Optimization exercise on an open flow, not production practice. Function not checked: every run shown here. Clock network not from TritonCTS: every run shown here. The clock port is an ideal driver here. Power: default activity.

### design/flow/flow/pre_cts.tcl
# Replace TritonCTS with a two-level tree (mytree.tcl); the rest of ORFS's
# CTS step (legalisation, timing repair) runs unchanged.
source [file join [file dirname [info script]] mytree.tcl]
rename clock_tree_synthesis _orfs_clock_tree_synthesis
proc clock_tree_synthesis {args} {
  mytree_build 16 4
}
### design/flow/design.v
package circuit_layout_pkg;
	localparam logic [8:0] CMD_LINE_FILLED = 9'd0;
	localparam logic [8:0] CMD_LINE_DASHED = 9'd1;
	localparam logic [8:0] CMD_SPRITE_V    = 9'd2;
	localparam logic [8:0] CMD_SPRITE_I    = 9'd3;
	localparam logic [8:0] CMD_SPRITE_R    = 9'd4;
	localparam logic [8:0] CMD_DOT         = 9'd5;
endpackage
`timescale 1ns/1ps
module circuit_layout_top (
	input  logic         clk,
	input  logic         rst,
	input  logic         elem_req,
	input  logic [31:0]  elem_rec,
	output logic         elem_ack,
	input  logic         run_req,
	output logic         run_ack,
	output logic         cmd_req,
	output logic [46:0]  cmd,
	input  logic         cmd_ack
);
	localparam int NE = 12;
	localparam int NN = 32;
	logic [4:0] in_a;
	logic [4:0] in_b;
	logic [1:0] in_k;
	assign in_a = elem_rec[31:27];
	assign in_b = elem_rec[26:22];
	assign in_k = elem_rec[21:20];
	logic [NE-1:0] neth;
	logic [NN-1:0] th;
	logic [NN-1:0] th_nx;
	logic [NN-1:0] deg1;
	logic [NN-1:0] deg2;
	logic [NE-1:0][4:0] tab_a;
	logic [NE-1:0][4:0] tab_b;
	logic [NE-1:0][1:0] tab_k;
	logic [NN-1:0] e0_oa;
	logic [NN-1:0] e0_ob;
	logic [2:0] settle;
	logic settled;
	logic [8:0] r0;
	logic [8:0] r1;
	function automatic logic [8:0] row0_fast(input logic [32:0] t);
		logic [8:0] r;
		r[0] = (t[1] & !t[2]) | (t[3] & !t[5]) | (t[6] & !t[8]) | (t[9] & !t[10]) | (t[11] & !t[12]) | (t[16] & !t[18]) | (t[19] & !t[20]) | (t[21] & !t[22]) | (t[23] & !t[25]) | (t[26] & !t[28]) | (t[30] & !t[32]);
		r[1] = (t[2] & !t[5]) | (t[6] & !t[7]) | (t[9] & !t[10]) | (t[12] & !t[13]) | (t[14] & !t[15]) | (t[16] & !t[17]) | (t[19] & !t[21]) | (t[23] & !t[26]) | (t[30] & !t[32]);
		r[2] = (t[6] & !t[7]) | (t[8] & !t[11]) | (t[12] & !t[14]) | (t[16] & !t[19]) | (t[23] & !t[30]);
		r[3] = (t[2] & !t[3]) | (t[5] & !t[8]) | (t[9] & !t[12]) | (t[16] & !t[23]);
		r[4] = !t[1] | (t[2] & !t[3]) | (t[4] & !t[5]) | (t[6] & !t[9]) | (t[16] & !t[32]);
		r[5] = !t[4] | (t[6] & !t[16]);
		r[6] = !t[1] | (t[2] & !t[6]);
		r[7] = !t[2];
		r[8] = 1'b0;
		row0_fast = r;
	endfunction
	function automatic logic [8:0] row1_fast(input logic [32:0] t);
		logic [8:0] r;
		r[0] = !t[32];
		r[1] = (t[2] & !t[3]) | (t[5] & !t[6]) | (t[8] & !t[9]) | (t[10] & !t[11]) | (t[12] & !t[16]) | (t[18] & !t[19]) | (t[20] & !t[21]) | (t[22] & !t[23]) | (t[25] & !t[26]) | (t[28] & !t[30]);
		r[2] = !t[3] | (t[7] & !t[8]) | (t[11] & !t[13]) | (t[14] & !t[15]) | (t[17] & !t[18]) | (t[20] & !t[22]) | (t[25] & !t[28]);
		r[3] = !t[3] | (t[5] & !t[8]) | (t[9] & !t[10]) | (t[11] & !t[12]) | (t[14] & !t[17]) | (t[20] & !t[25]);
		r[4] = !t[2] | (t[6] & !t[7]) | (t[9] & !t[11]) | (t[14] & !t[20]);
		r[5] = !t[3] | (t[4] & !t[5]) | (t[6] & !t[9]) | (t[14] & !t[32]);
		r[6] = (t[2] & !t[4]) | (t[6] & !t[14]);
		r[7] = (t[2] & !t[6]);
		r[8] = !t[2];
		row1_fast = r;
	endfunction
	function automatic logic [287:0] rows_all(input logic [32:0] t);
		logic [287:0] r;
		r[0] = (t[1] & !t[2]) | (t[3] & !t[5]) | (t[6] & !t[8]) | (t[9] & !t[10]) | (t[11] & !t[12]) | (t[16] & !t[18]) | (t[19] & !t[20]) | (t[21] & !t[22]) | (t[23] & !t[25]) | (t[26] & !t[28]) | (t[30] & !t[32]);
		r[1] = (t[2] & !t[5]) | (t[6] & !t[7]) | (t[9] & !t[10]) | (t[12] & !t[13]) | (t[14] & !t[15]) | (t[16] & !t[17]) | (t[19] & !t[21]) | (t[23] & !t[26]) | (t[30] & !t[32]);
		r[2] = (t[6] & !t[7]) | (t[8] & !t[11]) | (t[12] & !t[14]) | (t[16] & !t[19]) | (t[23] & !t[30]);
		r[3] = (t[2] & !t[3]) | (t[5] & !t[8]) | (t[9] & !t[12]) | (t[16] & !t[23]);
		r[4] = !t[1] | (t[2] & !t[3]) | (t[4] & !t[5]) | (t[6] & !t[9]) | (t[16] & !t[32]);
		r[5] = !t[4] | (t[6] & !t[16]);
		r[6] = !t[1] | (t[2] & !t[6]);
		r[7] = !t[2];
		r[8] = 1'b0;
		r[9] = !t[32];
		r[10] = (t[2] & !t[3]) | (t[5] & !t[6]) | (t[8] & !t[9]) | (t[10] & !t[11]) | (t[12] & !t[16]) | (t[18] & !t[19]) | (t[20] & !t[21]) | (t[22] & !t[23]) | (t[25] & !t[26]) | (t[28] & !t[30]);
		r[11] = !t[3] | (t[7] & !t[8]) | (t[11] & !t[13]) | (t[14] & !t[15]) | (t[17] & !t[18]) | (t[20] & !t[22]) | (t[25] & !t[28]);
		r[12] = !t[3] | (t[5] & !t[8]) | (t[9] & !t[10]) | (t[11] & !t[12]) | (t[14] & !t[17]) | (t[20] & !t[25]);
		r[13] = !t[2] | (t[6] & !t[7]) | (t[9] & !t[11]) | (t[14] & !t[20]);
		r[14] = !t[3] | (t[4] & !t[5]) | (t[6] & !t[9]) | (t[14] & !t[32]);
		r[15] = (t[2] & !t[4]) | (t[6] & !t[14]);
		r[16] = (t[2] & !t[6]);
		r[17] = !t[2];
		r[18] = (t[3] & !t[5]) | (t[6] & !t[8]) | (t[9] & !t[10]) | (t[11] & !t[12]) | (t[16] & !t[18]) | (t[19] & !t[20]) | (t[21] & !t[22]) | (t[23] & !t[25]) | (t[26] & !t[28]) | (t[30] & !t[32]);
		r[19] = (t[3] & !t[7]) | (t[8] & !t[11]) | (t[13] & !t[14]) | (t[15] & !t[17]) | (t[18] & !t[20]) | (t[22] & !t[25]) | (t[28] & !t[32]);
		r[20] = !t[6] | (t[14] & !t[16]) | (t[17] & !t[18]) | (t[19] & !t[21]) | (t[22] & !t[23]) | (t[26] & !t[28]) | (t[30] & !t[32]);
		r[21] = (t[3] & !t[6]) | (t[10] & !t[11]) | (t[12] & !t[13]) | (t[14] & !t[15]) | (t[17] & !t[19]) | (t[22] & !t[26]) | (t[30] & !t[32]);
		r[22] = (t[3] & !t[4]) | (t[6] & !t[7]) | (t[8] & !t[9]) | (t[10] & !t[12]) | (t[14] & !t[17]) | (t[22] & !t[30]);
		r[23] = !t[3] | (t[4] & !t[5]) | (t[6] & !t[8]) | (t[10] & !t[14]) | (t[22] & !t[32]);
		r[24] = !t[3] | (t[4] & !t[6]) | (t[10] & !t[22]);
		r[25] = (t[4] & !t[10]);
		r[26] = !t[4];
		r[27] = !t[32];
		r[28] = 1'b0;
		r[29] = !t[5] | (t[6] & !t[8]) | (t[9] & !t[10]) | (t[11] & !t[12]) | (t[16] & !t[18]) | (t[19] & !t[20]) | (t[21] & !t[22]) | (t[23] & !t[25]) | (t[26] & !t[28]) | (t[30] & !t[32]);
		r[30] = !t[5] | (t[6] & !t[7]) | (t[9] & !t[10]) | (t[12] & !t[13]) | (t[14] & !t[15]) | (t[16] & !t[17]) | (t[19] & !t[21]) | (t[23] & !t[26]) | (t[30] & !t[32]);
		r[31] = !t[6] | (t[7] & !t[8]) | (t[11] & !t[12]) | (t[14] & !t[16]) | (t[19] & !t[23]) | (t[30] & !t[32]);
		r[32] = !t[5] | (t[6] & !t[7]) | (t[9] & !t[11]) | (t[14] & !t[19]) | (t[30] & !t[32]);
		r[33] = !t[4] | (t[6] & !t[9]) | (t[14] & !t[30]);
		r[34] = (t[6] & !t[14]);
		r[35] = !t[6];
		r[36] = !t[5] | (t[6] & !t[8]) | (t[9] & !t[10]) | (t[11] & !t[12]) | (t[16] & !t[18]) | (t[19] & !t[20]) | (t[21] & !t[22]) | (t[23] & !t[25]) | (t[26] & !t[28]) | (t[30] & !t[32]);
		r[37] = !t[5] | (t[6] & !t[7]) | (t[9] & !t[10]) | (t[12] & !t[13]) | (t[14] & !t[15]) | (t[16] & !t[17]) | (t[19] & !t[21]) | (t[23] & !t[26]) | (t[30] & !t[32]);
		r[38] = (t[5] & !t[7]) | (t[9] & !t[10]) | (t[14] & !t[18]) | (t[20] & !t[21]) | (t[22] & !t[25]) | (t[26] & !t[28]);
		r[39] = !t[5] | (t[7] & !t[8]) | (t[10] & !t[13]) | (t[15] & !t[16]) | (t[17] & !t[19]) | (t[20] & !t[22]) | (t[23] & !t[26]) | (t[30] & !t[32]);
		r[40] = (t[5] & !t[6]) | (t[8] & !t[10]) | (t[11] & !t[12]) | (t[14] & !t[15]) | (t[17] & !t[20]) | (t[23] & !t[30]);
		r[41] = (t[6] & !t[7]) | (t[8] & !t[9]) | (t[11] & !t[14]) | (t[17] & !t[23]);
		r[42] = (t[5] & !t[6]) | (t[8] & !t[11]) | (t[17] & !t[32]);
		r[43] = !t[5] | (t[8] & !t[17]);
		r[44] = !t[8];
		r[45] = !t[32];
		r[46] = !t[6] | (t[8] & !t[9]) | (t[10] & !t[11]) | (t[12] & !t[16]) | (t[18] & !t[19]) | (t[20] & !t[21]) | (t[22] & !t[23]) | (t[25] & !t[26]) | (t[28] & !t[30]);
		r[47] = !t[6] | (t[7] & !t[9]) | (t[10] & !t[12]) | (t[13] & !t[14]) | (t[15] & !t[16]) | (t[17] & !t[19]) | (t[21] & !t[23]) | (t[26] & !t[30]);
		r[48] = (t[7] & !t[9]) | (t[10] & !t[14]) | (t[18] & !t[20]) | (t[21] & !t[22]) | (t[25] & !t[26]) | (t[28] & !t[32]);
		r[49] = !t[6] | (t[7] & !t[9]) | (t[11] & !t[12]) | (t[13] & !t[15]) | (t[17] & !t[18]) | (t[21] & !t[25]) | (t[28] & !t[32]);
		r[50] = (t[6] & !t[8]) | (t[10] & !t[11]) | (t[13] & !t[17]) | (t[21] & !t[28]);
		r[51] = (t[6] & !t[7]) | (t[10] & !t[13]) | (t[21] & !t[32]);
		r[52] = !t[6] | (t[10] & !t[21]);
		r[53] = !t[10];
		r[54] = !t[8] | (t[9] & !t[10]) | (t[11] & !t[12]) | (t[16] & !t[18]) | (t[19] & !t[20]) | (t[21] & !t[22]) | (t[23] & !t[25]) | (t[26] & !t[28]) | (t[30] & !t[32]);
		r[55] = !t[7] | (t[8] & !t[11]) | (t[13] & !t[14]) | (t[15] & !t[17]) | (t[18] & !t[20]) | (t[22] & !t[25]) | (t[28] & !t[32]);
		r[56] = (t[8] & !t[9]) | (t[10] & !t[11]) | (t[12] & !t[14]) | (t[17] & !t[20]) | (t[25] & !t[32]);
		r[57] = !t[7] | (t[8] & !t[10]) | (t[12] & !t[14]) | (t[16] & !t[18]) | (t[19] & !t[21]) | (t[22] & !t[23]) | (t[25] & !t[26]) | (t[28] & !t[30]);
		r[58] = !t[8] | (t[10] & !t[11]) | (t[13] & !t[15]) | (t[16] & !t[17]) | (t[19] & !t[22]) | (t[25] & !t[28]);
		r[59] = (t[7] & !t[8]) | (t[9] & !t[10]) | (t[12] & !t[13]) | (t[16] & !t[19]) | (t[25] & !t[32]);
		r[60] = (t[7] & !t[9]) | (t[12] & !t[16]) | (t[25] & !t[32]);
		r[61] = !t[7] | (t[12] & !t[25]);
		r[62] = !t[12];
		r[63] = !t[32];
		r[64] = 1'b0;
		r[65] = !t[32];
		r[66] = (t[8] & !t[9]) | (t[10] & !t[11]) | (t[12] & !t[16]) | (t[18] & !t[19]) | (t[20] & !t[21]) | (t[22] & !t[23]) | (t[25] & !t[26]) | (t[28] & !t[30]);
		r[67] = (t[8] & !t[11]) | (t[13] & !t[14]) | (t[15] & !t[17]) | (t[18] & !t[20]) | (t[22] & !t[25]) | (t[28] & !t[32]);
		r[68] = !t[9] | (t[10] & !t[12]) | (t[13] & !t[15]) | (t[18] & !t[22]) | (t[28] & !t[32]);
		r[69] = (t[8] & !t[10]) | (t[13] & !t[18]) | (t[28] & !t[32]);
		r[70] = !t[8] | (t[13] & !t[28]);
		r[71] = !t[13];
		r[72] = (t[9] & !t[10]) | (t[11] & !t[12]) | (t[16] & !t[18]) | (t[19] & !t[20]) | (t[21] & !t[22]) | (t[23] & !t[25]) | (t[26] & !t[28]) | (t[30] & !t[32]);
		r[73] = (t[9] & !t[10]) | (t[12] & !t[13]) | (t[14] & !t[15]) | (t[16] & !t[17]) | (t[19] & !t[21]) | (t[23] & !t[26]) | (t[30] & !t[32]);
		r[74] = !t[11] | (t[12] & !t[14]) | (t[16] & !t[19]) | (t[23] & !t[30]);
		r[75] = !t[10] | (t[11] & !t[18]) | (t[19] & !t[20]) | (t[21] & !t[22]) | (t[25] & !t[26]) | (t[28] & !t[30]);
		r[76] = (t[9] & !t[10]) | (t[13] & !t[14]) | (t[15] & !t[16]) | (t[17] & !t[19]) | (t[21] & !t[23]) | (t[25] & !t[28]);
		r[77] = !t[11] | (t[12] & !t[13]) | (t[15] & !t[17]) | (t[21] & !t[25]);
		r[78] = (t[9] & !t[12]) | (t[15] & !t[21]);
		r[79] = !t[9] | (t[15] & !t[32]);
		r[80] = !t[15];
		r[81] = !t[32];
		r[82] = (t[10] & !t[11]) | (t[12] & !t[16]) | (t[18] & !t[19]) | (t[20] & !t[21]) | (t[22] & !t[23]) | (t[25] & !t[26]) | (t[28] & !t[30]);
		r[83] = (t[11] & !t[13]) | (t[14] & !t[15]) | (t[17] & !t[18]) | (t[20] & !t[22]) | (t[25] & !t[28]);
		r[84] = !t[14] | (t[16] & !t[17]) | (t[18] & !t[19]) | (t[21] & !t[22]) | (t[23] & !t[26]) | (t[28] & !t[30]);
		r[85] = (t[13] & !t[14]) | (t[15] & !t[16]) | (t[17] & !t[18]) | (t[20] & !t[21]) | (t[23] & !t[25]) | (t[28] & !t[32]);
		r[86] = !t[10] | (t[11] & !t[12]) | (t[13] & !t[15]) | (t[17] & !t[20]) | (t[23] & !t[28]);
		r[87] = (t[11] & !t[13]) | (t[17] & !t[23]);
		r[88] = !t[11] | (t[17] & !t[32]);
		r[89] = !t[17];
		r[90] = (t[11] & !t[12]) | (t[16] & !t[18]) | (t[19] & !t[20]) | (t[21] & !t[22]) | (t[23] & !t[25]) | (t[26] & !t[28]) | (t[30] & !t[32]);
		r[91] = !t[11] | (t[13] & !t[14]) | (t[15] & !t[17]) | (t[18] & !t[20]) | (t[22] & !t[25]) | (t[28] & !t[32]);
		r[92] = (t[14] & !t[16]) | (t[17] & !t[18]) | (t[19] & !t[21]) | (t[22] & !t[23]) | (t[26] & !t[28]) | (t[30] & !t[32]);
		r[93] = (t[13] & !t[14]) | (t[15] & !t[16]) | (t[17] & !t[18]) | (t[20] & !t[21]) | (t[23] & !t[25]) | (t[28] & !t[32]);
		r[94] = !t[14] | (t[19] & !t[20]) | (t[22] & !t[23]) | (t[26] & !t[28]) | (t[30] & !t[32]);
		r[95] = !t[11] | (t[12] & !t[13]) | (t[15] & !t[17]) | (t[19] & !t[22]) | (t[26] & !t[30]);
		r[96] = (t[12] & !t[15]) | (t[19] & !t[26]);
		r[97] = !t[12] | (t[19] & !t[32]);
		r[98] = !t[19];
		r[99] = !t[32];
		r[100] = 1'b0;
		r[101] = !t[12] | (t[16] & !t[18]) | (t[19] & !t[20]) | (t[21] & !t[22]) | (t[23] & !t[25]) | (t[26] & !t[28]) | (t[30] & !t[32]);
		r[102] = (t[13] & !t[14]) | (t[15] & !t[17]) | (t[18] & !t[20]) | (t[22] & !t[25]) | (t[28] & !t[32]);
		r[103] = !t[14] | (t[16] & !t[17]) | (t[18] & !t[19]) | (t[21] & !t[22]) | (t[23] & !t[26]) | (t[28] & !t[30]);
		r[104] = !t[12] | (t[13] & !t[15]) | (t[16] & !t[18]) | (t[21] & !t[23]) | (t[28] & !t[32]);
		r[105] = (t[13] & !t[16]) | (t[21] & !t[28]);
		r[106] = !t[13] | (t[21] & !t[32]);
		r[107] = !t[21];
		r[108] = (t[16] & !t[18]) | (t[19] & !t[20]) | (t[21] & !t[22]) | (t[23] & !t[25]) | (t[26] & !t[28]) | (t[30] & !t[32]);
		r[109] = !t[13] | (t[14] & !t[15]) | (t[16] & !t[17]) | (t[19] & !t[21]) | (t[23] & !t[26]) | (t[30] & !t[32]);
		r[110] = (t[14] & !t[18]) | (t[20] & !t[21]) | (t[22] & !t[25]) | (t[26] & !t[28]);
		r[111] = (t[13] & !t[15]) | (t[17] & !t[18]) | (t[21] & !t[25]) | (t[28] & !t[32]);
		r[112] = !t[15] | (t[16] & !t[19]) | (t[20] & !t[21]) | (t[22] & !t[23]) | (t[26] & !t[28]) | (t[30] & !t[32]);
		r[113] = !t[13] | (t[14] & !t[16]) | (t[17] & !t[20]) | (t[22] & !t[26]) | (t[30] & !t[32]);
		r[114] = (t[14] & !t[17]) | (t[22] & !t[30]);
		r[115] = !t[14] | (t[22] & !t[32]);
		r[116] = !t[22];
		r[117] = !t[32];
		r[118] = !t[16] | (t[18] & !t[19]) | (t[20] & !t[21]) | (t[22] & !t[23]) | (t[25] & !t[26]) | (t[28] & !t[30]);
		r[119] = !t[14] | (t[15] & !t[16]) | (t[17] & !t[19]) | (t[21] & !t[23]) | (t[26] & !t[30]);
		r[120] = (t[14] & !t[16]) | (t[19] & !t[23]) | (t[30] & !t[32]);
		r[121] = !t[18] | (t[19] & !t[20]) | (t[21] & !t[22]) | (t[25] & !t[26]) | (t[28] & !t[30]);
		r[122] = !t[14] | (t[15] & !t[17]) | (t[19] & !t[21]) | (t[25] & !t[28]);
		r[123] = (t[15] & !t[19]) | (t[25] & !t[32]);
		r[124] = !t[15] | (t[25] & !t[32]);
		r[125] = !t[25];
		r[126] = (t[16] & !t[18]) | (t[19] & !t[20]) | (t[21] & !t[22]) | (t[23] & !t[25]) | (t[26] & !t[28]) | (t[30] & !t[32]);
		r[127] = (t[15] & !t[17]) | (t[18] & !t[20]) | (t[22] & !t[25]) | (t[28] & !t[32]);
		r[128] = (t[17] & !t[20]) | (t[25] & !t[32]);
		r[129] = !t[20];
		r[130] = !t[16] | (t[18] & !t[19]) | (t[21] & !t[22]) | (t[23] & !t[25]) | (t[26] & !t[28]) | (t[30] & !t[32]);
		r[131] = !t[15] | (t[17] & !t[18]) | (t[21] & !t[23]) | (t[26] & !t[30]);
		r[132] = (t[17] & !t[21]) | (t[26] & !t[32]);
		r[133] = !t[17] | (t[26] & !t[32]);
		r[134] = !t[26];
		r[135] = !t[32];
		r[136] = 1'b0;
		r[137] = !t[32];
		r[138] = 1'b0;
		r[139] = !t[16] | (t[18] & !t[19]) | (t[20] & !t[21]) | (t[22] & !t[23]) | (t[25] & !t[26]) | (t[28] & !t[30]);
		r[140] = !t[17] | (t[18] & !t[20]) | (t[22] & !t[25]) | (t[28] & !t[32]);
		r[141] = (t[18] & !t[22]) | (t[28] & !t[32]);
		r[142] = !t[18] | (t[28] & !t[32]);
		r[143] = !t[28];
		r[144] = !t[18] | (t[19] & !t[20]) | (t[21] & !t[22]) | (t[23] & !t[25]) | (t[26] & !t[28]) | (t[30] & !t[32]);
		r[145] = !t[17] | (t[19] & !t[21]) | (t[23] & !t[26]) | (t[30] & !t[32]);
		r[146] = !t[19] | (t[23] & !t[30]);
		r[147] = !t[23];
		r[148] = !t[18] | (t[19] & !t[20]) | (t[21] & !t[22]) | (t[23] & !t[25]) | (t[26] & !t[28]) | (t[30] & !t[32]);
		r[149] = !t[17] | (t[19] & !t[21]) | (t[23] & !t[26]) | (t[30] & !t[32]);
		r[150] = (t[19] & !t[23]) | (t[30] & !t[32]);
		r[151] = !t[19] | (t[30] & !t[32]);
		r[152] = !t[30];
		r[153] = !t[32];
		r[154] = (t[18] & !t[19]) | (t[20] & !t[21]) | (t[22] & !t[23]) | (t[25] & !t[26]) | (t[28] & !t[30]);
		r[155] = !t[18] | (t[20] & !t[22]) | (t[25] & !t[28]);
		r[156] = (t[20] & !t[25]);
		r[157] = !t[18] | (t[19] & !t[21]) | (t[22] & !t[23]) | (t[25] & !t[26]) | (t[28] & !t[30]);
		r[158] = !t[19] | (t[20] & !t[22]) | (t[25] & !t[28]);
		r[159] = (t[20] & !t[25]);
		r[160] = !t[20];
		r[161] = !t[32];
		r[162] = (t[19] & !t[20]) | (t[21] & !t[22]) | (t[23] & !t[25]) | (t[26] & !t[28]) | (t[30] & !t[32]);
		r[163] = !t[20] | (t[22] & !t[25]) | (t[28] & !t[32]);
		r[164] = (t[19] & !t[21]) | (t[22] & !t[23]) | (t[26] & !t[28]) | (t[30] & !t[32]);
		r[165] = !t[19] | (t[22] & !t[26]) | (t[30] & !t[32]);
		r[166] = !t[19] | (t[20] & !t[21]) | (t[23] & !t[25]) | (t[26] & !t[28]);
		r[167] = !t[20] | (t[22] & !t[23]) | (t[26] & !t[30]);
		r[168] = (t[22] & !t[26]);
		r[169] = !t[22];
		r[170] = !t[32];
		r[171] = !t[32];
		r[172] = 1'b0;
		r[173] = !t[20] | (t[21] & !t[22]) | (t[23] & !t[25]) | (t[26] & !t[28]) | (t[30] & !t[32]);
		r[174] = !t[21] | (t[23] & !t[26]) | (t[30] & !t[32]);
		r[175] = !t[20] | (t[21] & !t[22]) | (t[25] & !t[26]) | (t[28] & !t[32]);
		r[176] = !t[21] | (t[23] & !t[25]) | (t[28] & !t[30]);
		r[177] = (t[23] & !t[28]);
		r[178] = !t[23];
		r[179] = !t[32];
		r[180] = (t[21] & !t[22]) | (t[23] & !t[25]) | (t[26] & !t[28]) | (t[30] & !t[32]);
		r[181] = !t[21] | (t[23] & !t[26]) | (t[30] & !t[32]);
		r[182] = !t[21] | (t[22] & !t[25]) | (t[26] & !t[28]);
		r[183] = !t[22] | (t[23] & !t[26]) | (t[30] & !t[32]);
		r[184] = !t[21] | (t[22] & !t[25]) | (t[26] & !t[28]);
		r[185] = !t[22] | (t[23] & !t[26]) | (t[30] & !t[32]);
		r[186] = (t[23] & !t[30]);
		r[187] = !t[23];
		r[188] = !t[32];
		r[189] = !t[32];
		r[190] = (t[22] & !t[23]) | (t[25] & !t[26]) | (t[28] & !t[30]);
		r[191] = !t[23] | (t[26] & !t[30]);
		r[192] = !t[22] | (t[25] & !t[26]) | (t[28] & !t[32]);
		r[193] = !t[22] | (t[23] & !t[26]) | (t[30] & !t[32]);
		r[194] = !t[23] | (t[25] & !t[28]) | (t[30] & !t[32]);
		r[195] = (t[25] & !t[30]);
		r[196] = !t[25];
		r[197] = !t[32];
		r[198] = (t[23] & !t[25]) | (t[26] & !t[28]) | (t[30] & !t[32]);
		r[199] = !t[25] | (t[28] & !t[32]);
		r[200] = (t[25] & !t[32]);
		r[201] = !t[23] | (t[25] & !t[26]) | (t[28] & !t[30]);
		r[202] = !t[23] | (t[26] & !t[30]);
		r[203] = !t[25] | (t[26] & !t[28]);
		r[204] = (t[26] & !t[32]);
		r[205] = !t[26];
		r[206] = !t[32];
		r[207] = !t[32];
		r[208] = 1'b0;
		r[209] = !t[32];
		r[210] = (t[25] & !t[26]) | (t[28] & !t[30]);
		r[211] = !t[26] | (t[30] & !t[32]);
		r[212] = !t[25] | (t[28] & !t[30]);
		r[213] = (t[28] & !t[32]);
		r[214] = !t[28];
		r[215] = !t[32];
		r[216] = !t[25] | (t[26] & !t[28]) | (t[30] & !t[32]);
		r[217] = !t[26] | (t[30] & !t[32]);
		r[218] = !t[30];
		r[219] = (t[25] & !t[26]) | (t[28] & !t[30]);
		r[220] = (t[26] & !t[30]);
		r[221] = (t[25] & !t[26]) | (t[28] & !t[32]);
		r[222] = !t[25] | (t[28] & !t[32]);
		r[223] = !t[28];
		r[224] = !t[32];
		r[225] = !t[32];
		r[226] = !t[26] | (t[28] & !t[30]);
		r[227] = !t[28];
		r[228] = !t[26] | (t[28] & !t[30]);
		r[229] = !t[26] | (t[30] & !t[32]);
		r[230] = !t[28] | (t[30] & !t[32]);
		r[231] = (t[30] & !t[32]);
		r[232] = !t[30];
		r[233] = !t[32];
		r[234] = !t[28] | (t[30] & !t[32]);
		r[235] = (t[28] & !t[32]);
		r[236] = !t[28] | (t[30] & !t[32]);
		r[237] = (t[28] & !t[32]);
		r[238] = !t[32];
		r[239] = !t[28] | (t[30] & !t[32]);
		r[240] = (t[30] & !t[32]);
		r[241] = !t[30];
		r[242] = !t[32];
		r[243] = !t[32];
		r[244] = 1'b0;
		r[245] = !t[28] | (t[30] & !t[32]);
		r[246] = (t[28] & !t[32]);
		r[247] = 1'b0;
		r[248] = (t[28] & !t[30]);
		r[249] = !t[28];
		r[250] = !t[32];
		r[251] = !t[32];
		r[252] = (t[30] & !t[32]);
		r[253] = (t[30] & !t[32]);
		r[254] = 1'b0;
		r[255] = !t[32];
		r[256] = !t[32];
		r[257] = !t[30];
		r[258] = 1'b0;
		r[259] = !t[32];
		r[260] = !t[32];
		r[261] = !t[32];
		r[262] = !t[30];
		r[263] = !t[30];
		r[264] = (t[30] & !t[32]);
		r[265] = 1'b0;
		r[266] = (t[30] & !t[32]);
		r[267] = !t[30];
		r[268] = !t[32];
		r[269] = !t[32];
		r[270] = !t[32];
		r[271] = !t[32];
		r[272] = !t[32];
		r[273] = 1'b0;
		r[274] = !t[32];
		r[275] = !t[32];
		r[276] = 1'b0;
		r[277] = !t[32];
		r[278] = !t[32];
		r[279] = !t[32];
		r[280] = 1'b0;
		r[281] = !t[32];
		r[282] = 1'b0;
		r[283] = 1'b0;
		r[284] = 1'b0;
		r[285] = !t[32];
		r[286] = !t[32];
		r[287] = !t[32];
		rows_all = r;
	endfunction
	logic [NN-1:0] hit_a;
	logic [NN-1:0] hit_b;
	logic store;
	logic st_q;
	logic [4:0] a_q;
	logic [4:0] b_q;
	logic [1:0] k_q;
	assign store = elem_req && !elem_ack && !neth[NE-1] && (in_k != 2'd3);
	assign settled = settle[2] && settle[1];
	logic [NN-1:0] tin_q;
	always_ff @(posedge clk) begin
		a_q <= in_a;
		b_q <= in_b;
		k_q <= in_k;
		for (int n = 0; n < NN; n++) begin
			tin_q[n] <= (in_a >= 5'(n)) | (in_b >= 5'(n));
		end
	end
	always_comb begin
		for (int n = 0; n < NN; n++) begin
			hit_a[n] = (a_q == 5'(n));
			hit_b[n] = (b_q == 5'(n));
		end
		th_nx = th | tin_q;
	end
	always_ff @(posedge clk) begin
		if (rst) begin
			elem_ack <= 1'b0;
			neth <= '0;
			th <= '0;
			deg1 <= '0;
			deg2 <= '0;
			settle <= '0;
			st_q <= 1'b0;
			r0 <= '0;
			r1 <= '0;
		end else begin
			elem_ack <= elem_req;
			st_q <= store;
			if (st_q) begin
				settle <= '0;
			end else if (!(settle[2] && settle[1])) begin
				settle <= settle + 3'd1;
			end
			if (st_q) begin
				r0 <= row0_fast({1'b0, th_nx});
				r1 <= row1_fast({1'b0, th_nx});
				neth <= {neth[NE-2:0], 1'b1};
				th <= th_nx;
				deg1 <= deg1 | hit_a | hit_b;
				deg2 <= deg2 | (hit_a & hit_b) | (deg1 & (hit_a | hit_b));
			end
		end
	end
	always_ff @(posedge clk) begin
		if (st_q && !neth[0]) begin
			e0_oa <= hit_a;
			e0_ob <= hit_b;
			tab_k[0] <= k_q;
		end
		for (int i = 1; i < NE; i++) begin
			if (st_q && !neth[i] && neth[i - 1]) begin
				tab_a[i] <= a_q;
				tab_b[i] <= b_q;
				tab_k[i] <= k_q;
			end
		end
	end
	logic [NE-1:0] noh;
	assign noh = neth & ~{1'b0, neth[NE-1:1]};
	logic [NN-1:0][8:0] row_c;
	logic [9:0] sl0_c;
	logic [9:0] dl0_c;
	assign row_c = rows_all({1'b0, th});
	function automatic int sprite_left(input int e, input int ne);
		sprite_left = 20 + e * ((640 - 2 * 20) / ne) + ((640 - 2 * 20) / ne) / 2 - 44 / 2;
	endfunction
	function automatic int dot_left(input int e, input int ne);
		dot_left = 20 + e * ((640 - 2 * 20) / ne) + ((640 - 2 * 20) / ne) / 2 - 6 / 2;
	endfunction
	always_comb begin
		sl0_c = '0;
		dl0_c = '0;
		for (int i = 0; i < NE; i++) begin
			if (noh[i]) begin
				sl0_c = sl0_c | 10'(sprite_left(0, i + 1));
				dl0_c = dl0_c | 10'(dot_left(0, i + 1));
			end
		end
	end
	logic [NN-1:0][8:0] row_s;
	logic [9:0] sl0;
	logic [9:0] dl0;
	always_ff @(posedge clk) begin
		row_s <= row_c;
		sl0 <= sl0_c;
		dl0 <= dl0_c;
	end
	function automatic logic [8:0] row_of(input logic [NN-1:0] oh, input logic [NN-1:0][8:0] rows);
		logic [8:0] r;
		r = '0;
		for (int n = 0; n < NN; n++) begin
			if (oh[n]) begin
				r = r | rows[n];
			end
		end
		row_of = r;
	endfunction
	function automatic logic [17:0] row_of2(input logic [NN-1:0] oh, input logic [NN-1:0][8:0] rows);
		logic [8:0] lo;
		logic [8:0] hi;
		lo = '0;
		hi = '0;
		for (int n = 0; n < NN / 2; n++) begin
			if (oh[n]) begin
				lo = lo | rows[n];
			end
			if (oh[n + NN / 2]) begin
				hi = hi | rows[n + NN / 2];
			end
		end
		row_of2 = {hi, lo};
	endfunction
	function automatic logic [2:0] sprite_kind(input logic [1:0] k);
		case (k)
			2'd0: sprite_kind = 3'd2;
			2'd1: sprite_kind = 3'd3;
			default: sprite_kind = 3'd4;
		endcase
	endfunction
	logic [17:0] e0_pa, e0_pb;
	logic [8:0] e0_ra, e0_rb;
	logic [8:0] e0_ra2, e0_rb2;
	logic [9:0] e0_dab, e0_dba;
	logic [8:0] e0_top, e0_h, e0_da, e0_db;
	logic [2:0] e0_sk;
	logic [NE-1:0] eoh;
	logic [NE-1:0] peoh;
	logic [NE-1:0] pn_e;
	logic [4:0] pn_a_c, pn_b_c;
	logic [1:0] pn_k_c;
	logic [9:0] pn_sl_c, pn_dl_c;
	logic [NN-1:0] pn_oa, pn_ob;
	logic [2:0] pn_sk;
	logic [9:0] pn_sl, pn_dl;
	logic [17:0] pn_pa, pn_pb;
	logic [8:0] pn_ra, pn_rb;
	logic [8:0] pn_ra2, pn_rb2;
	logic [9:0] pn_dab, pn_dba;
	logic [8:0] pn_top, pn_h, pn_da, pn_db;
	assign peoh = {eoh[NE-2:0], 1'b0};
	always_comb begin
		pn_a_c = '0;
		pn_b_c = '0;
		pn_k_c = '0;
		for (int i = 1; i < NE; i++) begin
			if (peoh[i]) begin
				pn_a_c = pn_a_c | tab_a[i];
				pn_b_c = pn_b_c | tab_b[i];
				pn_k_c = pn_k_c | tab_k[i];
			end
		end
		pn_sl_c = '0;
		pn_dl_c = '0;
		for (int i = 1; i < NE; i++) begin
			for (int j = 0; j < NE; j++) begin
				if (pn_e[i] && noh[j] && i <= j) begin
					pn_sl_c = pn_sl_c | 10'(sprite_left(i, j + 1));
					pn_dl_c = pn_dl_c | 10'(dot_left(i, j + 1));
				end
			end
		end
	end
	always_ff @(posedge clk) begin
		e0_pa <= row_of2(e0_oa, row_s);
		e0_pb <= row_of2(e0_ob, row_s);
		e0_ra <= e0_pa[17:9] | e0_pa[8:0];
		e0_rb <= e0_pb[17:9] | e0_pb[8:0];
		e0_sk <= sprite_kind(tab_k[0]);
		e0_ra2 <= e0_ra;
		e0_rb2 <= e0_rb;
		e0_dab <= {1'b0, e0_ra} - {1'b0, e0_rb};
		e0_dba <= {1'b0, e0_rb} - {1'b0, e0_ra};
		e0_da <= e0_ra - 9'(10 / 2);
		e0_db <= e0_rb - 9'(10 / 2);
		e0_top <= e0_dab[9] ? e0_ra2 : e0_rb2;
		e0_h <= e0_dab[9] ? e0_dba[8:0] : e0_dab[8:0];
		pn_e <= peoh;
		for (int n = 0; n < NN; n++) begin
			pn_oa[n] <= (pn_a_c == 5'(n));
			pn_ob[n] <= (pn_b_c == 5'(n));
		end
		pn_sk <= sprite_kind(pn_k_c);
		pn_sl <= pn_sl_c;
		pn_dl <= pn_dl_c;
		pn_pa <= row_of2(pn_oa, row_s);
		pn_pb <= row_of2(pn_ob, row_s);
		pn_ra <= pn_pa[17:9] | pn_pa[8:0];
		pn_rb <= pn_pb[17:9] | pn_pb[8:0];
		pn_ra2 <= pn_ra;
		pn_rb2 <= pn_rb;
		pn_dab <= {1'b0, pn_ra} - {1'b0, pn_rb};
		pn_dba <= {1'b0, pn_rb} - {1'b0, pn_ra};
		pn_da <= pn_ra - 9'(10 / 2);
		pn_db <= pn_rb - 9'(10 / 2);
		pn_top <= pn_dab[9] ? pn_ra2 : pn_rb2;
		pn_h <= pn_dab[9] ? pn_dba[8:0] : pn_dab[8:0];
	end
	logic phase;               
	logic [8:0] y;             
	logic [8:0] y_nx;          
	logic [NN-1:0] lsh;        
	logic [NN-1:0] fs;         
	logic [NN-1:0] ts;         
	logic [1:0] sub;           
	logic [2:0] d_sk;
	logic [8:0] d_top, d_h, d_da, d_db;
	logic [9:0] d_sl, d_dl;
	logic cr;
	logic ra;
	logic started;
	logic done;
	logic cmd_valid;
	logic cmd_last;
	logic step;
	logic has;
	logic issue;
	logic ld_try;
	logic ld_ok;
	logic last_e;
	logic track;
	logic track_q;
	logic dstep;
	logic [46:0] nx;
	assign has = neth[0];
	assign issue = !cr && !cmd_ack && run_req && !ra && !done && has && cmd_valid;
	assign ld_try = started && ((cr && cmd_ack) || !cmd_valid) && !cmd_last;
	assign ld_ok = !phase || settled;
	assign last_e = !(|(peoh & neth));
	assign track = !started || !phase || (eoh[0] && sub == 2'd0);
	assign dstep = step && phase && sub == 2'd2;
	always_comb begin
		if (!started) begin
			nx = {(deg2[0] ? circuit_layout_pkg::CMD_LINE_FILLED : circuit_layout_pkg::CMD_LINE_DASHED),
				9'd1, 10'((640 - 2 * 20)), r0, 10'(20)};
		end else if (!phase) begin
			nx = {(fs[0] ? circuit_layout_pkg::CMD_LINE_FILLED : circuit_layout_pkg::CMD_LINE_DASHED),
				9'd1, 10'((640 - 2 * 20)), y, 10'(20)};
		end else begin
			case (sub)
				2'd0: nx = {9'(d_sk), d_h, 10'(44), d_top, d_sl};
				2'd1: nx = {circuit_layout_pkg::CMD_DOT, 9'(10), 10'(6), d_da, d_dl};
				default: nx = {circuit_layout_pkg::CMD_DOT, 9'(10), 10'(6), d_db, d_dl};
			endcase
		end
	end
	always_ff @(posedge clk) begin
		if (rst) begin
			cmd_req <= 1'b0;
			run_ack <= 1'b0;
			cr <= 1'b0;
			ra <= 1'b0;
			started <= 1'b0;
			done <= 1'b0;
			cmd_valid <= 1'b0;
			step <= 1'b0;
		end else begin
			cr <= cr ? !cmd_ack : issue;
			cmd_req <= cmd_req ? !cmd_ack : issue;
			if (issue) begin
				started <= 1'b1;
				if (cmd_last) begin
					done <= 1'b1;
				end
			end
			if (run_ack) begin
				if (!run_req) begin
					run_ack <= 1'b0;
				end
			end else if (run_req && !cr && !cmd_ack && (done || !has)) begin
				run_ack <= 1'b1;
			end
			if (ra) begin
				if (!run_req) begin
					ra <= 1'b0;
				end
			end else if (run_req && !cr && !cmd_ack && (done || !has)) begin
				ra <= 1'b1;
				done <= 1'b0;
				started <= 1'b0;
			end
			step <= 1'b0;
			if (!started) begin
				cmd_valid <= 1'b1;
			end else if (ld_try) begin
				cmd_valid <= ld_ok;
				step <= ld_ok;
			end
		end
	end
	logic cmd_ld;
	logic [46:0] cmd_hold;
	assign cmd_ld = !started || (ld_try && ld_ok);
	always_ff @(posedge clk) begin
		cmd <= cmd_ld ? nx : cmd_hold;
		if (cmd_ld) begin
			cmd_last <= started && phase && (sub == 2'd2) && last_e;
		end
	end
	always_ff @(posedge clk) begin
		if (rst) begin
			cmd_hold <= '0;
		end else if (cmd_ld) begin
			cmd_hold <= nx;
		end
	end
	always_ff @(posedge clk) begin
		y_nx <= row_of(lsh, row_s);
	end
	always_ff @(posedge clk) begin
		if (!started) begin
			phase <= !th[1];
			y <= r1;
			lsh <= NN'(4);
			fs <= deg2 >> 1;
			ts <= th >> 2;
			eoh <= NE'(1);
			sub <= 2'd0;
		end else if (step) begin
			if (!phase) begin
				y <= y_nx;
				lsh <= lsh << 1;
				fs <= fs >> 1;
				ts <= ts >> 1;
				if (!ts[0]) begin
					phase <= 1'b1;
				end
			end else if (sub == 2'd2) begin
				sub <= 2'd0;
				eoh <= peoh;
			end else begin
				sub <= sub + 2'd1;
			end
		end
	end
	always_ff @(posedge clk) begin
		track_q <= track;
	end
	always_ff @(posedge clk) begin
		if (track_q) begin
			d_sk <= e0_sk;
			d_top <= e0_top;
			d_h <= e0_h;
			d_da <= e0_da;
			d_db <= e0_db;
			d_sl <= sl0;
			d_dl <= dl0;
		end else if (dstep) begin
			d_sk <= pn_sk;
			d_top <= pn_top;
			d_h <= pn_h;
			d_da <= pn_da;
			d_db <= pn_db;
			d_sl <= pn_sl;
			d_dl <= pn_dl;
		end
	end
endmodule
### design/flow/config.mk
export PLATFORM = sky130hd
export DESIGN_NAME = circuit_layout_top
export DESIGN_NICKNAME = circuit_layout_top
export VERILOG_FILES = /design/flow/design.v
export SDC_FILE = /design/flow/constraint.sdc
export NUM_CORES = 4
export LEC_CHECK = 0
export ABC_CLOCK_PERIOD_IN_PS = 2000
export CAP_MARGIN = 20
export CORE_MARGIN = 2
export CORE_UTILIZATION = 55
export PLACE_DENSITY = 0.7
export SETUP_SLACK_MARGIN = 3.0
export SLEW_MARGIN = 20
export TNS_END_PERCENT = 100
### design/flow/constraint.sdc
create_clock -name core_clock -period 5.0 [get_ports {clk}]
set_input_delay 1.0000 -clock core_clock [delete_from_list [all_inputs] [get_ports {clk}]]
set_output_delay 1.0000 -clock core_clock [all_outputs]
set_load 0.01 [all_outputs]
### design/flow/flow/mytree.tcl
# Two-level clock tree: the clock port drives a few root buffers, each root
# buffer drives leaf buffers placed at k-means centroids of the flip-flops.
proc mytree_build {leaf_size nroot} {
  set block [ord::get_db_block]
  set db [ord::get_db]
  set clknet [$block findNet clk]
  set master [$db findMaster sky130_fd_sc_hd__clkbuf_16]
  set sinks {}
  foreach it [$clknet getITerms] {
    set inst [$it getInst]
    lassign [$inst getLocation] x y
    set w [[$inst getMaster] getWidth]
    set h [[$inst getMaster] getHeight]
    lappend sinks [list $it [expr {$x + $w / 2}] [expr {$y + $h / 2}]]
  }
  set n [llength $sinks]
  set k [expr {int(ceil(double($n) / $leaf_size))}]
  # k-means, seeded along the sink order sorted by x
  set sorted [lsort -real -index 1 $sinks]
  set cx {}; set cy {}
  for {set i 0} {$i < $k} {incr i} {
    set s [lindex $sorted [expr {int(($i + 0.5) * $n / $k)}]]
    lappend cx [lindex $s 1]; lappend cy [lindex $s 2]
  }
  for {set iter 0} {$iter < 30} {incr iter} {
    set sx [lrepeat $k 0.0]; set sy [lrepeat $k 0.0]; set cnt [lrepeat $k 0]
    set assign {}
    foreach s $sinks {
      set x [lindex $s 1]; set y [lindex $s 2]
      set best 0; set bd 1e30
      for {set i 0} {$i < $k} {incr i} {
        set dx [expr {$x - [lindex $cx $i]}]; set dy [expr {$y - [lindex $cy $i]}]
        set d [expr {$dx*$dx + $dy*$dy}]
        if {$d < $bd} { set bd $d; set best $i }
      }
      lappend assign $best
      lset sx $best [expr {[lindex $sx $best] + $x}]
      lset sy $best [expr {[lindex $sy $best] + $y}]
      lset cnt $best [expr {[lindex $cnt $best] + 1}]
    }
    for {set i 0} {$i < $k} {incr i} {
      if {[lindex $cnt $i] > 0} {
        lset cx $i [expr {[lindex $sx $i] / [lindex $cnt $i]}]
        lset cy $i [expr {[lindex $sy $i] / [lindex $cnt $i]}]
      }
    }
  }
  # leaf buffers
  set leaves {}
  for {set i 0} {$i < $k} {incr i} {
    if {[lindex $cnt $i] == 0} { lappend leaves {}; continue }
    set inst [odb::dbInst_create $block $master "ctsl_$i"]
    $inst setLocation [expr {int([lindex $cx $i])}] [expr {int([lindex $cy $i])}]
    $inst setPlacementStatus PLACED
    set net [odb::dbNet_create $block "clkl_$i"]
    $net setSigType CLOCK
    [$inst findITerm X] connect $net
    lappend leaves [list $inst [lindex $cx $i] [lindex $cy $i]]
  }
  set idx 0
  foreach s $sinks {
    set i [lindex $assign $idx]
    set it [lindex $s 0]
    $it disconnect
    $it connect [$block findNet "clkl_$i"]
    incr idx
  }
  # root buffers: split the leaves by angle around their centre
  set lv {}
  foreach l $leaves { if {$l ne {}} { lappend lv $l } }
  set mx 0.0; set my 0.0
  foreach l $lv { set mx [expr {$mx + [lindex $l 1]}]; set my [expr {$my + [lindex $l 2]}] }
  set mx [expr {$mx / [llength $lv]}]; set my [expr {$my / [llength $lv]}]
  set la {}
  foreach l $lv { lappend la [list [lindex $l 0] [lindex $l 1] [lindex $l 2] [expr {atan2([lindex $l 2] - $my, [lindex $l 1] - $mx)}]] }
  set la [lsort -real -index 3 $la]
  set nl [llength $la]
  for {set r 0} {$r < $nroot} {incr r} {
    set grp [lrange $la [expr {$r * $nl / $nroot}] [expr {($r + 1) * $nl / $nroot - 1}]]
    set gx 0.0; set gy 0.0
    foreach l $grp { set gx [expr {$gx + [lindex $l 1]}]; set gy [expr {$gy + [lindex $l 2]}] }
    set gx [expr {$gx / [llength $grp]}]; set gy [expr {$gy / [llength $grp]}]
    set inst [odb::dbInst_create $block $master "ctsr_$r"]
    $inst setLocation [expr {int($gx)}] [expr {int($gy)}]
    $inst setPlacementStatus PLACED
    set net [odb::dbNet_create $block "clkr_$r"]
    $net setSigType CLOCK
    [$inst findITerm X] connect $net
    [$inst findITerm A] connect $clknet
    foreach l $grp { [[lindex $l 0] findITerm A] connect $net }
  }
  puts "mytree: $n sinks, $nl leaf buffers, $nroot root buffers"
}
### design/flow/standard.sh
#!/bin/bash
# synth_recipe.tcl (not shown) runs the flow's synth.tcl, then flattens the netlist and writes it again
# the make line also repeats each setting of config.mk as NAME=value (left out here)
make -C /OpenROAD-flow-scripts/flow DESIGN_CONFIG=/design/flow/config.mk WORK_HOME=/design/flow/orfs CLKGATE_MAP_FILE= SYNTH_SCRIPT=/design/flow/synth_recipe.tcl "${@:-finish}"
### design/flow/flow/run.sh
#!/bin/bash
# ORFS's standard flow with its clock tree step replaced by flow/mytree.tcl.
set -euo pipefail
bash standard.sh PRE_CTS_TCL="$PWD/flow/pre_cts.tcl" finish > standard_flow.log 2>&1
==> results.toml, run 1 <==
[yosys]
synth_top_area_share_pct = 36.8
synthTopCellsByArea = "dfxtp_1 37%, edfxtp_1 21%, mux2_2 3.3%"
avgSynthCellArea_um2 = 10.5
async_flop_share_pct = 0
synth_cells = 4485
synth_compound_area_share_pct = 17.4
syn-num-nets = 4565
ys_warn_count = 1
synth.top_cells.by_count = "865 x dfxtp_1, 370 x nor2_1, 334 x nand2_1, 329 x edfxtp_1, 301 x clkbuf_1"
synth-seq-area-share_pct = 57.9
synth_fa_ha_area_share_pct = 1.89
synth_xor_area_share_pct = 0.727
synth-simple-area-share_pct = 14.5
post-synth-top-count-cell = "dfxtp_1"
synthMuxAreaShare_pct = 3.75
ys.flop_type = "dfxtp_1"
synth_area_um2 = 47000
netlist-cell-type-count = 82
synth_top_family_by_area = "compound AO/OA/AOI/OAI gates"
yosysTopAreaCell = "dfxtp_1"
synth-edff-count = 329
ys_ff_latch = 1194

[timing]
rsz0062_at_grt = "yes"
hold_viol_final = 0
setup_viol = 0
drv_slew = 0
worstMarginPinSlew_ps = 1130
clock_skew_ps = 59.5
setup_tns_ps = 0
max_freq_ghz = 0.485
slew_headroom_pct = 24.4
setup_slack_ps = 2940
hold_slack_ps = 319
period_minus_slack_ps = 2060
finalCritPeriodShare_pct = 41.3

[global_routing]
grt.busiest_layer = "met2"
grt_max_degree = 93
met2_usage_pct = 57.7
antenna_found_initial = 9
grt_pass1_wl_um = 243000
grtUsageTotal_pct = 37.4
met3_usage_pct = 9.32
met1_usage_pct = 48.8
first_global_vias = 35500
grt.overflow.total = 0

[pwr]
peakVddDrop_v = 0.000337
p_leak_nw = 19.3
p_per_area_nw_per_um2 = 340
power.total_mw = 17.6

[die]
fp-row-count = 107
fp.dieH_um = 296
design.die.area_um2 = 87800
start_util_pct = 55.4
fp.dieW_um = 296
core-area_um2 = 84900
io_pins = 87

[setup_path]
crit_fanout = 19
worstSetupEndpointType = "register"
critical_path_arrival_ps = 2440
cp.required_ps = 5370
setup.worst_path.class = "register to register"
crit_path_start_kind = "register"

[placement]
dp_hpwl_um = 118000
place_congestion = 1.09
postPlaceCellArea_um2 = 48300
preCtsSetupSlack_ps = 1840
io_buffers = 66

[routing]
num_vias = 38100
antenna_left = 0
wl_um = 170000
viasPerCell = 6.86
first_iter_violations = 6382
dr.pass1.iters = 11
wl_per_cell_um = 30.5
drc = 0

[clocking]
clock_latency_ps = 540
ctsHoldBuffers = 0
clk_pin_slew_ps = 90

[flow_run]
drv_cap = 0

[min_path]
hold_class = "register to register"

[cells_and_area]
syn_to_final_growth_pct = 10.1
drive_gt1_share_pct = 14.7
fin_area_um2 = 51700
nets = 4492

[outcome]
status = "timing/DRC/antenna clean"
[through the flow]
step,utilization [%],cells
2_1_floorplan,-,4485
3_3_place_gp,56.9,5407
3_5_place_dp,56.9,5407
4_1_cts,60.3,5528
5_1_grt,60.9,5554
6_report,60.9,5556
[layout by cell type, fill, tap and decap left out, types with 30 or more instances in the layout]
master and count:
nand2_1 322, a221oi_1 141, nand2b_1 37, nor2b_1 56, a22o_1 155, clkbuf_16 79
dfxtp_1 808, nand4_1 109, a222oi_1 54, or2_2 51, o21ai_0 185, dfxtp_2 39
inv_1 131, buf_4 75, nor3_1 81, mux2_2 136, edfxtp_1 329, a22oi_1 185
nand3_1 120, maj3_1 32, xnor2_1 35, nor2_1 355, and3_1 46, a21oi_1 222
ha_1 30
[registers in the layout, summed over array words and instances, names as in the netlist, 18 cells and up]
name and count:
pn_ob 32, pn_oa 32, row_s 171, cmd 47, ts 30, e0_ob 32
pn_pa 18, e0_pb 18, tin_q 31, pn_pb 18, deg2 32, e0_pa 18
tab_a 55, deg1 32, lsh 30, th 31, fs 31, cmd_hold 47
e0_oa 32, tab_b 55, tab_k 24
[where the power goes]
group          switching, mW  internal, mW
clock network           2.95          2.75
logic                  0.563         0.396
registers              0.676          10.3
total                   4.19          13.4
[worst paths after layout]
check / startpoint / end / slack [ps] / cells past startpoint
max reg2reg: row_s[266]$_DFF_P_ / y_nx[5]$_SDFF_PP1_ / 2940 / 3
min: pn_dba[0]$_DFF_P_ / pn_h[0]$_DFF_P_ / 320 / 0
min reg2reg: pn_dba[0]$_DFF_P_ / pn_h[0]$_DFF_P_ / 320 / 0
max: row_s[266]$_DFF_P_ / y_nx[5]$_SDFF_PP1_ / 2940 / 3
[area by class of cell]
cell class | count | area (um^2)
antenna | 2 | 5.00
buffer | 79 | 1980
fill | 7003 | 33200
inverter | 150 | 599
multi-input combinational | 2817 | 18900
sequential | 1194 | 27300
tap | 1144 | 1430
timing repair buffer | 170 | 1540
[layer usage]
metal	routed length [um]	up-vias
li1	-	16400
met1	63600	18100
met2	74200	2852
met3	20400	717
met4	11300	12
met5	78	-
[cells by family (layout without fill, tap and decap cells)]
group | Yosys count | after routing
adder cells (fa/ha/maj) | 75 | 75
AO/OA/AOI/OAI | 1151 | 1151
other | 0 | 2
AND/OR/NAND/NOR | 1386 | 1393
flip-flops | 1194 | 1194
buffers and inverters | 481 | 399
XOR/XNOR | 39 | 39
multiplexers | 159 | 159
[what timing repair did]
item,in CTS,in global routing
pin swaps,52,21
setup endpoints to repair,623,391
setup buffers,32,24
gates cloned,10,2
resized for setup,235,227
[worst max-delay path, cell delays in order (launching register included)]
cell,delay (ps)
dfxtp_1,690
a22oi_1,400
nand3_1,180
or4_1,630
==> run 2, diff against run 1 <==
--- a/design/flow/design.v
+++ b/design/flow/design.v
@@ -501,11 +501,12 @@
 	logic [4:0] pn_a_c, pn_b_c;
 	logic [1:0] pn_k_c;
 	logic [9:0] pn_sl_c, pn_dl_c;
+	logic [4:0] pn_a, pn_b;
+	logic [1:0] pn_k;
 	logic [NN-1:0] pn_oa, pn_ob;
 	logic [2:0] pn_sk;
 	logic [9:0] pn_sl, pn_dl;
 	logic [17:0] pn_pa, pn_pb;
-	logic [8:0] pn_ra, pn_rb;
 	logic [8:0] pn_ra2, pn_rb2;
 	logic [9:0] pn_dab, pn_dba;
 	logic [8:0] pn_top, pn_h, pn_da, pn_db;
@@ -547,23 +548,24 @@
 		e0_top <= e0_dab[9] ? e0_ra2 : e0_rb2;
 		e0_h <= e0_dab[9] ? e0_dba[8:0] : e0_dab[8:0];
 		pn_e <= peoh;
+		pn_a <= pn_a_c;
+		pn_b <= pn_b_c;
+		pn_k <= pn_k_c;
 		for (int n = 0; n < NN; n++) begin
-			pn_oa[n] <= (pn_a_c == 5'(n));
-			pn_ob[n] <= (pn_b_c == 5'(n));
+			pn_oa[n] <= (pn_a == 5'(n));
+			pn_ob[n] <= (pn_b == 5'(n));
 		end
-		pn_sk <= sprite_kind(pn_k_c);
+		pn_sk <= sprite_kind(pn_k);
 		pn_sl <= pn_sl_c;
 		pn_dl <= pn_dl_c;
 		pn_pa <= row_of2(pn_oa, row_s);
 		pn_pb <= row_of2(pn_ob, row_s);
-		pn_ra <= pn_pa[17:9] | pn_pa[8:0];
-		pn_rb <= pn_pb[17:9] | pn_pb[8:0];
-		pn_ra2 <= pn_ra;
-		pn_rb2 <= pn_rb;
-		pn_dab <= {1'b0, pn_ra} - {1'b0, pn_rb};
-		pn_dba <= {1'b0, pn_rb} - {1'b0, pn_ra};
-		pn_da <= pn_ra - 9'(10 / 2);
-		pn_db <= pn_rb - 9'(10 / 2);
+		pn_ra2 <= pn_pa[17:9] | pn_pa[8:0];
+		pn_rb2 <= pn_pb[17:9] | pn_pb[8:0];
+		pn_dab <= {1'b0, pn_pa[17:9] | pn_pa[8:0]} - {1'b0, pn_pb[17:9] | pn_pb[8:0]};
+		pn_dba <= {1'b0, pn_pb[17:9] | pn_pb[8:0]} - {1'b0, pn_pa[17:9] | pn_pa[8:0]};
+		pn_da <= (pn_pa[17:9] | pn_pa[8:0]) - 9'(10 / 2);
+		pn_db <= (pn_pb[17:9] | pn_pb[8:0]) - 9'(10 / 2);
 		pn_top <= pn_dab[9] ? pn_ra2 : pn_rb2;
 		pn_h <= pn_dab[9] ? pn_dba[8:0] : pn_dab[8:0];
 	end
==> results.toml, run 2 <==
[routing]
wl_per_cell_um = 33.4
met3_length_um = 23000
drc = 0
antenna_left = 0
dr.pass1.iters = 10
wl_met1_um = 69100
wl_met2_um = 81200
wl_um = 186000
num_vias = 38400
highest_layer = "met5"
first_iter_violations = 6343
viasPerCell = 6.89

[timing]
period_minus_slack_ps = 2290
slew_headroom_pct = 15.4
hold_viol_final = 0
setup_tns_ps = 0
worstMarginPinSlew_ps = 1270
drv_slew = 0
rsz0062_at_grt = "yes"
setup_slack_ps = 2710
clock_skew_ps = 78.3
max_freq_ghz = 0.436
finalCritPeriodShare_pct = 45.9
setup_viol = 0

[placement]
postPlaceCellArea_um2 = 48200
place_congestion = 1.04
io_buffers = 66
dp_hpwl_um = 125000
preCtsSetupSlack_ps = 1840

[die]
fp.dieW_um = 296
design.die.area_um2 = 87500
fp-row-count = 107
fp.dieH_um = 296
start_util_pct = 55.2
core-area_um2 = 84700
io_pins = 87

[global_routing]
grt.overflow.total = 0
grt_pass1_wl_um = 258000
grtUsageTotal_pct = 40.7
first_global_vias = 36000
antenna_found_initial = 11
grt_max_degree = 87

[cells_and_area]
top_register = "row_s"
fin_area_um2 = 52300
layout_commonest_cell = "dfxtp_1"
fillerInstances = 6806
syn_to_final_growth_pct = 11.7
largestRegisters = "row_s x171, tab_a x55, tab_b x55"
drive_gt1_share_pct = 15.9
final_util_pct = 61.7
final_cell_mix = "793 x dfxtp_1, 362 x nor2_1, 329 x edfxtp_1"
nets = 4506
largest_reg_flops = 171

[setup_path]
r2r_slack_ps = 2710
rr_worst_depth = 6
timing.rr.end = "pn_sl[4]$_SDFF_PP1_"
path_delay_family = "simple AND/OR/NAND/NOR gates"
path_common_cell = "or4_4"
setup.worst_path.class = "register to register"
crit_fanout = 2
timing.rr.start = "neth[2]$_SDFFE_PP0P_"
crit_path_start_kind = "register"
critPathBufInv = 1
worstSetupEndpointType = "register"
critPathSlowestCell = "or4_4"
critical_path_arrival_ps = 2640
cp_cell_sequence = "nor2b_4 > buf_6 > or4_4 > a222oi_1 > nand3_1 > or4_4"
crit_path_max_incr_delay_ps = 530
cp.required_ps = 5350

[pwr]
p_per_area_nw_per_um2 = 338
p_leak_nw = 19.6
power.total_mw = 17.7
peakVddDrop_v = 0.000417

[yosys]
yosysTopAreaCell = "dfxtp_1"
synth.top_cells.by_count = "859 x dfxtp_1, 394 x nor2_1, 329 x edfxtp_1, 311 x nand2_1, 306 x clkbuf_1"
async_flop_share_pct = 0
avgSynthCellArea_um2 = 10.5
ys_warn_count = 1
ys_ff_latch = 1188
netlist-cell-type-count = 81
synth-seq-area-share_pct = 57.8
synth_area_um2 = 46800
synth-edff-count = 329
ys.flop_type = "dfxtp_1"
post-synth-top-count-cell = "dfxtp_1"
synth_top_area_share_pct = 36.7
syn-num-nets = 4550
synth_cells = 4470
synthTopCellsByArea = "dfxtp_1 37%, edfxtp_1 21%, mux2_2 3.2%"

[outcome]
status = "timing/DRC/antenna clean"

[min_path]
min_from = "e0_dba[0]$_DFF_P_"
hold_depth = 0
hold_class = "register to register"
min_to = "e0_h[0]$_DFF_P_"

[clocking]
clock_latency_ps = 540
ctsHoldBuffers = 0
clk_pin_slew_ps = 100

[flow_run]
drv_cap = 0
run 2: cell count changes after synthesis, sizes merged, moves of 10 or more:
cell	previous run	this run
nand3b	10	21
or2	55	42
nor2	373	394
o21ai	198	208
nand2	334	311
a22oi	189	162
or3	18	31
run 2: worst max-delay path by stage:
stage,depth (start not counted),slack [ps],endpoint,startpoint
floorplan,7,2830,cmd_hold[38]$_SDFF_PP0_,cmd_ack
global placement,6,1890,cmd_hold[38]$_SDFF_PP0_,cmd_ack
detailed placement,6,1840,cmd_hold[36]$_SDFF_PP0_,cmd_ack
CTS,8,2530,cmd_hold[5]$_SDFF_PP0_,cmd_ack
global route,6,2670,pn_sl[4]$_SDFF_PP1_,neth[2]$_SDFFE_PP0P_
finish,6,2710,pn_sl[4]$_SDFF_PP1_,neth[2]$_SDFFE_PP0P_
run 2: kinds of logic after synthesis:
| logic type | after synthesis | synth area share [%] |
|---|---|---|
| and+or+nand+nor | 1380 | 14.4 |
| DFF | 1188 | 57.8 |
| AOI/OAI and AO/OA | 1137 | 17.3 |
| buffers and inverters | 486 | 3.97 |
| muxes | 164 | 3.87 |
| adders and majority gates | 75 | 1.90 |
| xor gates and xnor gates | 40 | 0.748 |
run 2: layout make-up:
| type | instances | area, um^2 | share of cell area (%) |
|---|---|---|---|
| sequential | 1188 | 27200 | 52.0 |
| multi-input combinational | 2805 | 19000 | 36.4 |
| timing repair buffer | 204 | 2070 | 3.97 |
| buffer | 79 | 1980 | 3.78 |
| tap | 1144 | 1430 | 2.74 |
| inverter | 148 | 586 | 1.12 |
| antenna | 6 | 15.0 | 0.0287 |
run 2: metal layers:
layer	global-route usage [%]	vias to the layer above
li1	-	16300
met1	52.1	18500
met2	62.0	2792
met3	12.0	724
met4	22.1	14
met5	0.721	-
run 2: stage by stage:
step | hold WS [ps] | cells
3_5_place_dp | 313 | 5387
6_report | 336 | 5574
2_1_floorplan | 310 | 4470
4_1_cts | 313 | 5519
3_3_place_gp | 311 | 5387
5_1_grt | 334 | 5568
run 2: repair_timing:
item | CTS | global route
pin swaps | 54 | 55
setup endpoints to repair | 586 | 330
setup buffers | 43 | 44
resized for setup | 249 | 283
gates cloned | 10 | 5
run 2: power breakdown:
part / leakage (nW) / switching (mW) / internal (mW)
clock: 0.974 / 2.96 / 2.75
combinational: 8.30 / 0.631 / 0.435
sequential: 10.3 / 0.667 / 10.2
total: 19.6 / 4.26 / 13.4
==> run 3, diff against run 2 <==
--- a/design/flow/design.v
+++ b/design/flow/design.v
@@ -572,7 +572,8 @@
 	logic phase;               
 	logic [8:0] y;             
 	logic [8:0] y_nx;          
-	logic [NN-1:0] lsh;        
+	logic first;               
+	logic [8:0] rp;            
 	logic [NN-1:0] fs;         
 	logic [NN-1:0] ts;         
 	logic [1:0] sub;           
@@ -678,21 +679,22 @@
 		end
 	end
 	always_ff @(posedge clk) begin
-		y_nx <= row_of(lsh, row_s);
+		rp <= row_s[1] - row_s[0];
 	end
 	always_ff @(posedge clk) begin
 		if (!started) begin
 			phase <= !th[1];
 			y <= r1;
-			lsh <= NN'(4);
+			first <= 1'b1;
 			fs <= deg2 >> 1;
 			ts <= th >> 2;
 			eoh <= NE'(1);
 			sub <= 2'd0;
 		end else if (step) begin
 			if (!phase) begin
-				y <= y_nx;
-				lsh <= lsh << 1;
+				first <= 1'b0;
+				y <= first ? row_s[2] : y_nx;
+				y_nx <= first ? row_s[3] : y_nx + rp;
 				fs <= fs >> 1;
 				ts <= ts >> 1;
 				if (!ts[0]) begin
--- a/design/flow/config.mk
+++ b/design/flow/config.mk
@@ -8,8 +8,7 @@
 export ABC_CLOCK_PERIOD_IN_PS = 2000
 export CAP_MARGIN = 20
 export CORE_MARGIN = 2
-export CORE_UTILIZATION = 55
-export PLACE_DENSITY = 0.7
+export CORE_UTILIZATION = 50
 export SETUP_SLACK_MARGIN = 3.0
 export SLEW_MARGIN = 20
 export TNS_END_PERCENT = 100
==> results.toml, run 3 <==
[die]
fp.dieH_um = 306
core-area_um2 = 90300
start_util_pct = 50.6
fp.dieW_um = 306
design.die.area_um2 = 93900
io_pins = 87
fp-row-count = 110

[placement]
dp_hpwl_um = 114000
place_congestion = 1.01
io_buffers = 66
postPlaceCellArea_um2 = 47100
place_inst = 5280

[global_routing]
antenna_found_initial = 8
grt_max_degree = 75
first_global_vias = 33800
grt.overflow.total = 0
grt_pass1_wl_um = 235000
grtUsageTotal_pct = 33.6

[cells_and_area]
fin_area_um2 = 51400
nets = 4398
fillerInstances = 7727
regArea_um2 = 26900
final_cell_mix = "771 x dfxtp_1, 385 x nor2_1, 338 x edfxtp_1"
multiInputGateArea_um2 = 18300
layout_commonest_cell = "dfxtp_1"
top_register = "row_s"
largestRegisters = "row_s x171, tab_a x55, tab_b x55"
syn_to_final_growth_pct = 12.5
drive_gt1_share_pct = 16.3
instances_no_fill = 5477
largest_reg_flops = 171

[timing]
slew_headroom_pct = 26.3
drv_slew = 0
setup_viol = 0
rsz0062_at_grt = "yes"
max_freq_ghz = 0.475
finalCritPeriodShare_pct = 42.1
setup_tns_ps = 0
hold_viol_final = 0
clock_skew_ps = 72.9
period_minus_slack_ps = 2100
worstMarginPinSlew_ps = 1100

[yosys]
ys_ff_latch = 1168
synth_area_um2 = 45700
async_flop_share_pct = 0
synth_top_area_share_pct = 36.3
ys.flop_type = "dfxtp_1"
netlist-cell-type-count = 84
post-synth-top-count-cell = "dfxtp_1"
synthTopCellsByArea = "dfxtp_1 36%, edfxtp_1 22%, nor2_1 3.3%"
synth-seq-area-share_pct = 58.5
yosysTopAreaCell = "dfxtp_1"
synth-edff-count = 338
synth_cells = 4298
syn-num-nets = 4395
ys_warn_count = 1
avgSynthCellArea_um2 = 10.6
synth.top_cells.by_count = "830 x dfxtp_1, 407 x nor2_1, 338 x edfxtp_1, 291 x nand2_1, 270 x clkbuf_1"

[routing]
drc = 0
wl_um = 165000
viasPerCell = 6.56
first_iter_violations = 5581
dr.pass1.iters = 10
wl_per_cell_um = 30.0
num_vias = 35900
antenna_left = 0

[setup_path]
crit_fanout = 7
worstSetupEndpointType = "register"
setup.worst_path.class = "register to register"
critPathSlowestCell = "o21ai_0"
crit_path_start_kind = "register"
critical_path_arrival_ps = 2260
cp_cell_sequence = "inv_1 > o21ai_0"
cp.required_ps = 5160
crit_path_max_incr_delay_ps = 900

[pwr]
p_leak_nw = 19.5
p_per_area_nw_per_um2 = 344
peakVddDrop_v = 0.000304
p_sw_mw = 4.30
combPwrFrac_pct = 7.7
p_int_mw = 13.4
swShare_pct = 24.3
clockPowerShare_pct = 31.5
share_seq_of_total_power_pct = 60.8

[flow_run]
drv_cap = 0

[min_path]
hold_class = "register to register"

[clocking]
clock_latency_ps = 550
clk_pin_slew_ps = 80

[outcome]
status = "timing/DRC/antenna clean"
## run 3: changes by cell type after synthesis, sizes merged, moves of 16 or more
cell    previous run  this run
o21ai            208       226
nand3            121        93
a22oi            162       143
a221oi           157       138
a222oi            61        42
dfxtp            859       830
nand4            107        88
a22o             157       141
nand2            311       291
clkbuf           307       270
## run 3: per-stage QoR
step | setup slack (ps) | util, % | power [mW] | hold WS (ps)
finish | 2900 | 57.0 | 17.7 | 330
CTS | 2510 | 56.2 | 16.7 | 314
global route | 2840 | 57.0 | 18.2 | 336
detailed placement | 1640 | 52.2 | 12.1 | 314
floorplan | 2520 | - | 11.4 | 310
global placement | 1720 | 52.2 | 12.1 | 314
## run 3: cell type report
class | instances | share of cell area [%]
sequential | 1168 | 52.3
multi-input combinational | 2688 | 35.6
timing repair buffer | 216 | 4.30
buffer | 77 | 3.75
tap | 1176 | 2.86
inverter | 150 | 1.17
antenna | 2 | 0.00973
## run 3: path summary, 6_finish.rpt
check                startpoint              end  slack, ps  depth (start not counted)
max          th[2]$_SDFFE_PP0P_  ts[0]$_DFFE_PP_       2900                          2
min           e0_dba[0]$_DFF_P_  e0_h[0]$_DFF_P_        330                          0
max reg2reg  th[2]$_SDFFE_PP0P_  ts[0]$_DFFE_PP_       2900                          2
min reg2reg   e0_dba[0]$_DFF_P_  e0_h[0]$_DFF_P_        330                          0
## run 3: what timing repair did
| action | CTS | global route |
|---|---|---|
| hold buffers | 0 | 0 |
| setup buffers | 56 | 42 |
| resized for setup | 319 | 232 |
| cloned | 17 | 3 |
| pin swaps | 75 | 31 |
| setup endpoints to repair | 622 | 405 |
## run 3: cell families (layout without fill, tap and decap cells)
kind of cell	after synthesis	in the layout	synth area share, %
AO/OA/AOI/OAI	1075	1075	16.4
XOR/XNOR	54	54	1.03
adder cells (fa/ha/maj)	92	92	2.44
buffers and inverters	450	443	3.79
flip-flops	1168	1168	58.5
multiplexers	164	164	3.93
other	0	2	0
AND/OR/NAND/NOR	1295	1303	13.9
## run 3: power by group through the flow
stage	combinational [mW]	sequential, mW	clock, mW
2_1_floorplan	0.905	10.5	0
3_3_place_gp	1.18	10.9	0
3_5_place_dp	1.18	10.9	0
4_1_cts	1.30	10.9	4.52
5_1_grt	1.48	10.7	5.98
6_report	1.36	10.7	5.57
## run 3: per-layer routing
metal / vias up / GRT usage, % / wire, um
li1: 15700 / - / -
met1: 17300 / 45.2 / 66700
met2: 2263 / 52.4 / 71600
met3: 592 / 7.18 / 16400
met4: 8 / 14.8 / 9700
met5: - / 0 / 54
## run 3: worst max-delay path, delay by kind of cell, from the launching register on
kind                   cells  cell delay, ps
flip-flops                 1             550
buffers and inverters      1             280
AO/OA/AOI/OAI              1             900
